Background: an optimization exercise with open tools, aiming at small area, a short achievable clock period and few clock cycles per item. Do not read the settings as production practice.
The RTL was checked by simulation tests, not by an equivalence proof against the original design.

Design cordic_iter, start of the top module:
module cordic_iter (
  input  logic        i_clk,
  input  logic        i_rst,
  input  logic        i_valid,
  output logic        o_ready,
  input  logic        i_mode,
  input  logic [23:0] i_x,
  input  logic [23:0] i_y,
  input  logic [23:0] i_theta,
  output logic        o_valid,
  input  logic        i_ready,
  output logic [23:0] o_a,
  output logic [23:0] o_b,
  output logic [23:0] o_z
);
==> flow/config.mk <==
export PLATFORM = sky130hd
export DESIGN_NAME = cordic_iter
export DESIGN_NICKNAME = cordic_iter
export VERILOG_FILES = /design/flow/design.v
export SDC_FILE = /design/flow/constraint.sdc
export NUM_CORES = 4
export LEC_CHECK = 0
export CAP_MARGIN = 20
export CORE_MARGIN = 2
export CORE_UTILIZATION = 50
export CTS_BUF_LIST = sky130_fd_sc_hd__clkbuf_4 sky130_fd_sc_hd__clkbuf_8
export PLACE_DENSITY = 0.65
export SLEW_MARGIN = 20
==> flow/constraint.sdc <==
create_clock -name core_clock -period 10.0 [get_ports {i_clk}]
set_input_delay 2.0000 -clock core_clock [delete_from_list [all_inputs] [get_ports {i_clk}]]
set_output_delay 2.0000 -clock core_clock [all_outputs]
set_load 0.01 [all_outputs]
standard.sh (not shown) runs the stock make flow with config.mk's settings and CLKGATE_MAP_FILE= SYNTH_SCRIPT=/design/flow/synth_recipe.tcl, a recipe that flattens the netlist after the stock synthesis.
==> flow/flow/run.sh <==
#!/bin/bash
# Standard layout, with repair_timing asked to leave more setup slack than the
# 10 ns clock needs, so the achieved period comes out shorter.
set -euo pipefail
export SETUP_SLACK_MARGIN=${MARGIN:-6.25}
bash standard.sh > standard_flow.log 2>&1
Testbench counts at the start, summed over its fixed seeds: cycles 1,424, items 1,280.
Next try:
==> flow/flow/run.sh (replaced) <==
#!/bin/bash
# Standard layout, with repair_timing asked to leave more setup slack than the
# 10 ns clock needs, so the achieved period comes out shorter.
set -euo pipefail
export SETUP_SLACK_MARGIN=${MARGIN:-5.8}
bash standard.sh > standard_flow.log 2>&1
Settings changed: CORE_UTILIZATION 50 to 55, PLACE_DENSITY 0.65 to 0.68.
Effect:
- cell area is lower by a few percent
- routed wire length is lower by a few percent
- clock-buffer cell count is lower by 18
- flip-flop and latch count does not change
- setup slack is worse by 0.22 ns
- final cell count is lower by a few percent
- via count is lower slightly
- non-clock buffer count is lower by 171
- first-iteration DRC count is higher slightly
- synthesized area is unchanged


Setup of nickel:
Starting RTL as in the previous note.
Settings: LEC_CHECK=0, CAP_MARGIN=20, CORE_MARGIN=2, CORE_UTILIZATION=55, CTS_BUF_LIST=sky130_fd_sc_hd__clkbuf_4 sky130_fd_sc_hd__clkbuf_8, PLACE_DENSITY=0.68, SLEW_MARGIN=20; clock period 10.0 ns.
==> flow/flow/run.sh <==
#!/bin/bash
# Standard layout, with repair_timing asked to leave more setup slack than the
# 10 ns clock needs, so the achieved period comes out shorter.
set -euo pipefail
export SETUP_SLACK_MARGIN=${MARGIN:-6.1}
bash standard.sh > standard_flow.log 2>&1
Testbench counts of nickel, summed over its fixed seeds: cycles 1,424, items 1,280.
The following lists how garnet was set up differently from nickel:
diff --git a/flow/flow/run.sh b/flow/flow/run.sh
--- a/flow/flow/run.sh
+++ b/flow/flow/run.sh
@@ -4,3 +4,3 @@
 set -euo pipefail
-export SETUP_SLACK_MARGIN=${MARGIN:-6.1}
+export SETUP_SLACK_MARGIN=${MARGIN:-6.6}
 bash standard.sh > standard_flow.log 2>&1
==> comparison <==
garnet closes out successfully: all stages finished, all timing, DRC and antenna checks passed. Compared with nickel, in garnet wire length went up by 6.2%; first-pass GRT wire length went up by 3.2%. Compared to nickel, garnet has cell area 5.8% higher. garnet against nickel: final cell count grew by about 2.7%.
What harbor does differently from garnet at the input level:
diff --git a/flow/flow/run.sh b/flow/flow/run.sh
--- a/flow/flow/run.sh
+++ b/flow/flow/run.sh
@@ -4,3 +4,3 @@
 set -euo pipefail
-export SETUP_SLACK_MARGIN=${MARGIN:-6.6}
+export SETUP_SLACK_MARGIN=${MARGIN:-6.4}
 bash standard.sh > standard_flow.log 2>&1
==> comparison <==
- Route | harbor vs garnet | wire shorter in harbor
- harbor: fraction of area in non-clock buffers is 1.5 points lower than what garnet reported.
- Routed length on met1 came out lower on harbor than on garnet.
- garnet → harbor: count of distinct cell types in the synthesized netlist saw little to no change.

## separate check: timing with driven ports
The results above use ideal ports. As a check the final layouts listed here were re-extracted and re-timed, cells and wires unchanged.
Step 1 sets driving cells, clkbuf_16 on the clock port and buf_2 on the other inputs (assumed; they add their load-dependent delay and slew).
Step 2 also shifts input and output timing later by t, the mid clock arrival at the registers, as if the neighbouring blocks saw the same clock.
Slacks: ideal ports / drivers / drivers and shift; pairs: ideal ports / drivers.
run | t, ns | setup slack, ns | worst register clock-pin slew, ns | worst slew at a driven data input, ns
the first run of note 1 | 1.019 | 5.967 / 5.967 / 5.248 | 0.08 / 0.08 | 0.08
the second run of note 1 | 1.003 | 5.751 / 5.751 / 4.896 | 0.08 / 0.08 | 0.07
nickel | 1.014 | 6.051 / 6.051 / 5.226 | 0.08 / 0.08 | 0.07
garnet | 1.012 | 6.091 / 6.091 / 5.260 | 0.08 / 0.08 | 0.07
harbor | 1.008 | 6.082 / 6.082 / 5.260 | 0.08 / 0.08 | 0.07
After both steps every run listed still meets setup and hold. The setup slack of the second run of note 1, which loses most, moves by 0.000 ns with the drivers and by -0.855 ns with both steps.
